Context: an optimization exercise on an open-source flow, tuned for small area. The choices shown serve that exercise and are no tape-out recipe. Function was checked by simulation only, so behaviour that the tests miss may differ from the original. No activity file was given, so power comes from the tool's default toggle rates.

## regfile
module regfile #(
   parameter int XLEN   = 32,
   parameter int ADDR_W = 5
) (
   input  logic              clk,
   input  logic              rst_n,
   input  logic [ADDR_W-1:0] r1_reg_name,
   output logic [XLEN-1:0]   r1_reg_val,
   input  logic [ADDR_W-1:0] r2_reg_name,
   output logic [XLEN-1:0]   r2_reg_val,
   input  logic              w_enable,
   input  logic [ADDR_W-1:0] w_reg_name,
   input  logic [XLEN-1:0]   w_reg_val
);
   localparam int NREG = 2 ** ADDR_W;
   logic [XLEN-1:0] regs_q [1:NREG-1];
   logic [NREG-1:1] wr_row, hold_row, sel1, sel2;
   always_comb begin
      for (int i = 1; i < NREG; i++) begin
         wr_row[i]   = rst_n & w_enable & (w_reg_name == ADDR_W'(i));
         hold_row[i] = rst_n & ~(w_enable & (w_reg_name == ADDR_W'(i)));
         sel1[i]     = (r1_reg_name == ADDR_W'(i));
         sel2[i]     = (r2_reg_name == ADDR_W'(i));
      end
   end
   logic [XLEN-1:0] regs_d [1:NREG-1];
   for (genvar i = 1; i < NREG; i++) begin : g_wr
      for (genvar b = 0; b < XLEN; b++) begin : g_bit
         regfile_ao22 u_d (
            .a0(wr_row[i]), .b0(w_reg_val[b]),
            .a1(hold_row[i]), .b1(regs_q[i][b]),
            .y(regs_d[i][b])
         );
      end
   end
   always_ff @(posedge clk) begin
      for (int i = 1; i < NREG; i++) begin
         regs_q[i] <= regs_d[i];
      end
   end
   for (genvar b = 0; b < XLEN; b++) begin : g_rd
      logic [NREG-1:1] col;
      for (genvar i = 1; i < NREG; i++) begin : g_col
         assign col[i] = regs_q[i][b];
      end
      regfile_rdbit u_rd1 (.sel(sel1), .val(col), .y(r1_reg_val[b]));
      regfile_rdbit u_rd2 (.sel(sel2), .val(col), .y(r2_reg_val[b]));
   end
endmodule
Size in the first run: ~3100 cells after synthesis, about 990 flip-flops, roughly 110 I/O pins, ~0.038 mm^2 of cells after synthesis.
==> flow/config.mk <==
export PLATFORM = sky130hd
export DESIGN_NAME = regfile
export DESIGN_NICKNAME = regfile
export VERILOG_FILES = /design/flow/design.v
export SDC_FILE = /design/flow/constraint.sdc
export NUM_CORES = 4
export LEC_CHECK = 0
export CAP_MARGIN = 10
export CORE_MARGIN = 2
export CORE_UTILIZATION = 35
export CTS_BUF_LIST = sky130_fd_sc_hd__clkbuf_4 sky130_fd_sc_hd__clkbuf_8
export CTS_CLUSTER_DIAMETER = 60
export CTS_CLUSTER_SIZE = 16
export PLACE_DENSITY = 0.45
export SLEW_MARGIN = 10
export SYNTH_HIERARCHICAL = 1
==> flow/constraint.sdc <==
create_clock -name core_clock -period 10.0 [get_ports {clk}]
set_input_delay 2.0000 -clock core_clock [delete_from_list [all_inputs] [get_ports {clk}]]
set_output_delay 2.0000 -clock core_clock [all_outputs]
set_load 0.01 [all_outputs]
run.sh (not shown) runs the stock make flow with config.mk's settings and CLKGATE_MAP_FILE= SYNTH_SCRIPT=/design/flow/synth_recipe.tcl, a recipe that flattens the netlist after the stock synthesis.
The first run completed without violations.
Next try:
CAP_MARGIN = 35   (was 10)
CORE_UTILIZATION = 55   (was 35)
CTS_BUF_LIST = default   (was sky130_fd_sc_hd__clkbuf_4 sky130_fd_sc_hd__clkbuf_8)
CTS_CLUSTER_DIAMETER = default   (was 60)
CTS_CLUSTER_SIZE = default   (was 16)
PLACE_DENSITY = default   (was 0.45)
SLEW_MARGIN = 20   (was 10)
Total power goes up by roughly a tenth.
Core utilization climbs by 25 points.
Cell area grows by a few percent.
Wire length came out lower by roughly a tenth.
Worst setup slack is better by 0.24 ns.
Die area goes down by a quarter to a third.
Area after synthesis stays the same.
First-iteration DRC count grows by about a fifth.
Non-clock buffer count rises by 14.
Combinational power barely changes.
Via count is higher slightly.
Next try:
==> flow/flow/run.sh (new file) <==
#!/bin/bash
# The standard layout, with two changes made through ORFS's own variables:
# the port buffers are the smallest buffer, and clock tree synthesis uses
# small clock buffers with larger sink clusters and no dummy loads.
set -euo pipefail
export BUFFER_PORTS_ARGS="-buffer_cell sky130_fd_sc_hd__buf_1"
export CTS_ARGS="-sink_clustering_enable -repair_clock_nets -buf_list {sky130_fd_sc_hd__clkbuf_4 sky130_fd_sc_hd__clkbuf_8} -sink_clustering_size 16 -sink_clustering_max_diameter 60 -dont_use_dummy_load"
bash standard.sh > standard.log 2>&1
==> flow/standard.sh (new file) <==
#!/bin/bash
# synth_recipe.tcl (not shown) runs the flow's synth.tcl, then flattens the netlist and writes it again
# the make line also repeats each setting of config.mk as NAME=value (left out here)
make -C /OpenROAD-flow-scripts/flow DESIGN_CONFIG=/design/flow/config.mk WORK_HOME=/design/flow/orfs CLKGATE_MAP_FILE= SYNTH_SCRIPT=/design/flow/synth_recipe.tcl "${@:-finish}"
CAP_MARGIN = 10   (was 35)
CORE_UTILIZATION = 35   (was 55)
PLACE_DENSITY = 0.45   (was default)
SLEW_MARGIN = 10   (was 20)
removed: flow/run.sh
Result:
- design area fell by 6.2%
- setup slack gains 0.45 ns
- global-route usage fell by 13 points
- sequential share of layout area rose by 2.9 points
- via count fell by 2.4%
- utilization fell by 27 points
- final cell count rose by 9.7%

========
## rev 12
The RTL this note starts from:
==> flow/design.v <==
module regfile_aoi222 (
   input  logic a0, b0, a1, b1, a2, b2,
   output logic y
);
   assign y = ~((a0 & b0) | (a1 & b1) | (a2 & b2));
endmodule
module regfile_nand4 (
   input  logic a, b, c, d,
   output logic y
);
   assign y = ~(a & b & c & d);
endmodule
module regfile_nand2 (
   input  logic a, b,
   output logic y
);
   assign y = ~(a & b);
endmodule
module regfile_ao2111 (
   input  logic a, b, c, d, e,
   output logic y
);
   assign y = (a & b) | c | d | e;
endmodule
module regfile_ao22 (
   input  logic a0, b0, a1, b1,
   output logic y
);
   assign y = (a0 & b0) | (a1 & b1);
endmodule
module regfile_rdbit (
   input  logic [31:1] sel,
   input  logic [31:1] val,
   output logic        y
);
   logic [9:0] n;    
   logic [2:0] p;    
   for (genvar k = 0; k < 10; k++) begin : g_aoi
      regfile_aoi222 u_aoi (
         .a0(sel[3*k+1]), .b0(val[3*k+1]),
         .a1(sel[3*k+2]), .b1(val[3*k+2]),
         .a2(sel[3*k+3]), .b2(val[3*k+3]),
         .y(n[k])
      );
   end
   regfile_nand4 u_p0 (.a(n[0]), .b(n[1]), .c(n[2]), .d(n[3]), .y(p[0]));
   regfile_nand4 u_p1 (.a(n[4]), .b(n[5]), .c(n[6]), .d(n[7]), .y(p[1]));
   regfile_nand2 u_p2 (.a(n[8]), .b(n[9]), .y(p[2]));
   regfile_ao2111 u_out (.a(sel[31]), .b(val[31]), .c(p[0]), .d(p[1]), .e(p[2]), .y(y));
endmodule
module regfile_and2 (
   input  logic a, b,
   output logic y
);
   assign y = a & b;
endmodule
module regfile_nor2 (
   input  logic a, b,
   output logic y
);
   assign y = ~(a | b);
endmodule
module regfile_dec2n (
   input  logic [1:0] a,
   output logic [3:0] yn
);
   always_comb begin
      for (int k = 0; k < 4; k++) yn[k] = (a == 2'(k));
   end
endmodule
module regfile_dec3n (
   input  logic [2:0] a,
   output logic [7:0] yn
);
   always_comb begin
      for (int k = 0; k < 8; k++) yn[k] = (a == 3'(k));
   end
endmodule
module regfile_dec3en (
   input  logic [2:0] a,
   input  logic       en,
   output logic [7:0] yn
);
   always_comb begin
      for (int k = 0; k < 8; k++) yn[k] = en & (a == 3'(k));
   end
endmodule
module regfile #(
   parameter int XLEN   = 32,
   parameter int ADDR_W = 5
) (
   input  logic              clk,
   input  logic              rst_n,
   input  logic [ADDR_W-1:0] r1_reg_name,
   output logic [XLEN-1:0]   r1_reg_val,
   input  logic [ADDR_W-1:0] r2_reg_name,
   output logic [XLEN-1:0]   r2_reg_val,
   input  logic              w_enable,
   input  logic [ADDR_W-1:0] w_reg_name,
   input  logic [XLEN-1:0]   w_reg_val
);
   localparam int NREG = 2 ** ADDR_W;
   logic [XLEN-1:0] regs_q [1:NREG-1];
   logic [NREG-1:1] wr_row, hold_row, sel1, sel2;
   logic [3:0] r1_lo, r2_lo, w_lo;
   logic [7:0] r1_hi, r2_hi, w_hi;
   regfile_dec2n u_r1_lo (.a(r1_reg_name[1:0]), .yn(r1_lo));
   regfile_dec3n u_r1_hi (.a(r1_reg_name[4:2]), .yn(r1_hi));
   regfile_dec2n u_r2_lo (.a(r2_reg_name[1:0]), .yn(r2_lo));
   regfile_dec3n u_r2_hi (.a(r2_reg_name[4:2]), .yn(r2_hi));
   regfile_dec2n u_w_lo  (.a(w_reg_name[1:0]),  .yn(w_lo));
   regfile_dec3en u_w_hi (.a(w_reg_name[4:2]), .en(w_enable & rst_n), .yn(w_hi));
   wire rst = ~rst_n;
   for (genvar i = 1; i < NREG; i++) begin : g_dec
      regfile_and2  u_s1 (.a(r1_hi[i/4]), .b(r1_lo[i%4]), .y(sel1[i]));
      regfile_and2  u_s2 (.a(r2_hi[i/4]), .b(r2_lo[i%4]), .y(sel2[i]));
      regfile_and2  u_w  (.a(w_hi[i/4]),  .b(w_lo[i%4]),  .y(wr_row[i]));
      regfile_nor2  u_h  (.a(wr_row[i]),  .b(rst),        .y(hold_row[i]));
   end
   logic [XLEN-1:0] regs_d [1:NREG-1];
   for (genvar i = 1; i < NREG; i++) begin : g_wr
      for (genvar b = 0; b < XLEN; b++) begin : g_bit
         regfile_ao22 u_d (
            .a0(wr_row[i]), .b0(w_reg_val[b]),
            .a1(hold_row[i]), .b1(regs_q[i][b]),
            .y(regs_d[i][b])
         );
      end
   end
   always_ff @(posedge clk) begin
      for (int i = 1; i < NREG; i++) begin
         regs_q[i] <= regs_d[i];
      end
   end
   for (genvar b = 0; b < XLEN; b++) begin : g_rd
      logic [NREG-1:1] col;
      for (genvar i = 1; i < NREG; i++) begin : g_col
         assign col[i] = regs_q[i][b];
      end
      regfile_rdbit u_rd1 (.sel(sel1), .val(col), .y(r1_reg_val[b]));
      regfile_rdbit u_rd2 (.sel(sel2), .val(col), .y(r2_reg_val[b]));
   end
endmodule
==> flow/config.mk <==
export PLATFORM = sky130hd
export DESIGN_NAME = regfile
export DESIGN_NICKNAME = regfile
export VERILOG_FILES = /design/flow/design.v
export SDC_FILE = /design/flow/constraint.sdc
export NUM_CORES = 4
export LEC_CHECK = 0
export CAP_MARGIN = 10
export CORE_MARGIN = 2
export CORE_UTILIZATION = 45
export SLEW_MARGIN = 10
export SYNTH_HIERARCHICAL = 1
==> flow/constraint.sdc <==
create_clock -name core_clock -period 10.0 [get_ports {clk}]
set_input_delay 2.0000 -clock core_clock [delete_from_list [all_inputs] [get_ports {clk}]]
set_output_delay 2.0000 -clock core_clock [all_outputs]
set_load 0.01 [all_outputs]
standard.sh (not shown) runs the stock make flow with config.mk's settings and CLKGATE_MAP_FILE= SYNTH_SCRIPT=/design/flow/synth_recipe.tcl, a recipe that flattens the netlist after the stock synthesis.
==> flow/flow/run.sh <==
#!/bin/bash
# The standard layout, with two changes made through ORFS's own variables:
# the port buffers are the smallest buffer, and clock tree synthesis uses
# small clock buffers with larger sink clusters and no dummy loads.
set -euo pipefail
export BUFFER_PORTS_ARGS="-buffer_cell sky130_fd_sc_hd__buf_1"
export CTS_ARGS="-sink_clustering_enable -repair_clock_nets -buf_list {sky130_fd_sc_hd__clkbuf_4 sky130_fd_sc_hd__clkbuf_8} -sink_clustering_size 16 -sink_clustering_max_diameter 60 -dont_use_dummy_load"
bash standard.sh > standard.log 2>&1
What rev 13 does differently from rev 12 at the input level:
Settings: changing CORE_UTILIZATION from 45 to 62.
## What came out
Count of flip-flops and latches: rev 13 vs rev 12 — no meaningful difference. Logic gate share of total power essentially unchanged between rev 12 and rev 13. Relative to rev 12, die width has gone down in rev 13.

-- static timing again, ports no longer ideal --
No port has a modelled driver above. Below, the same layouts with a new extraction and two added sets of constraints. Step 1, drivers: a clkbuf_16 drives clk and a buf_2 each remaining input, both assumed. Step 2 times the ports against the registers' clock, not the clock port: input delays grow and output delays shrink by t, the midpoint of the rising clock arrivals with the driver on. Three values: no drivers, after step 1, after step 2; two values: the first two.
| run | t, ns | setup slack, ns | worst setup path after step 2 | worst register clock-pin slew, ns | cell pins on the clock port's net |
|---|---|---|---|---|---|
| the first run of note 1 | 0.873 | 1.817 / 1.762 / 1.762 | input to output | 0.11 / 0.11 | 1 |
| the second run of note 1 | 0.738 | 2.057 / 2.020 / 2.020 | input to output | 0.07 / 0.07 | 1 |
| the third run of note 1 | 0.845 | 2.509 / 2.479 / 2.479 | input to output | 0.11 / 0.11 | 1 |
| rev 12 | 0.785 | 3.114 / 3.087 / 3.087 | input to output | 0.11 / 0.11 | 1 |
| rev 13 | 0.764 | 3.385 / 3.362 / 3.362 | input to output | 0.11 / 0.11 | 1 |
After both steps setup and hold are still met in every run listed. The setup slack of the first run of note 1, which loses most, moves by -0.055 ns with the drivers and by -0.055 ns with both steps.
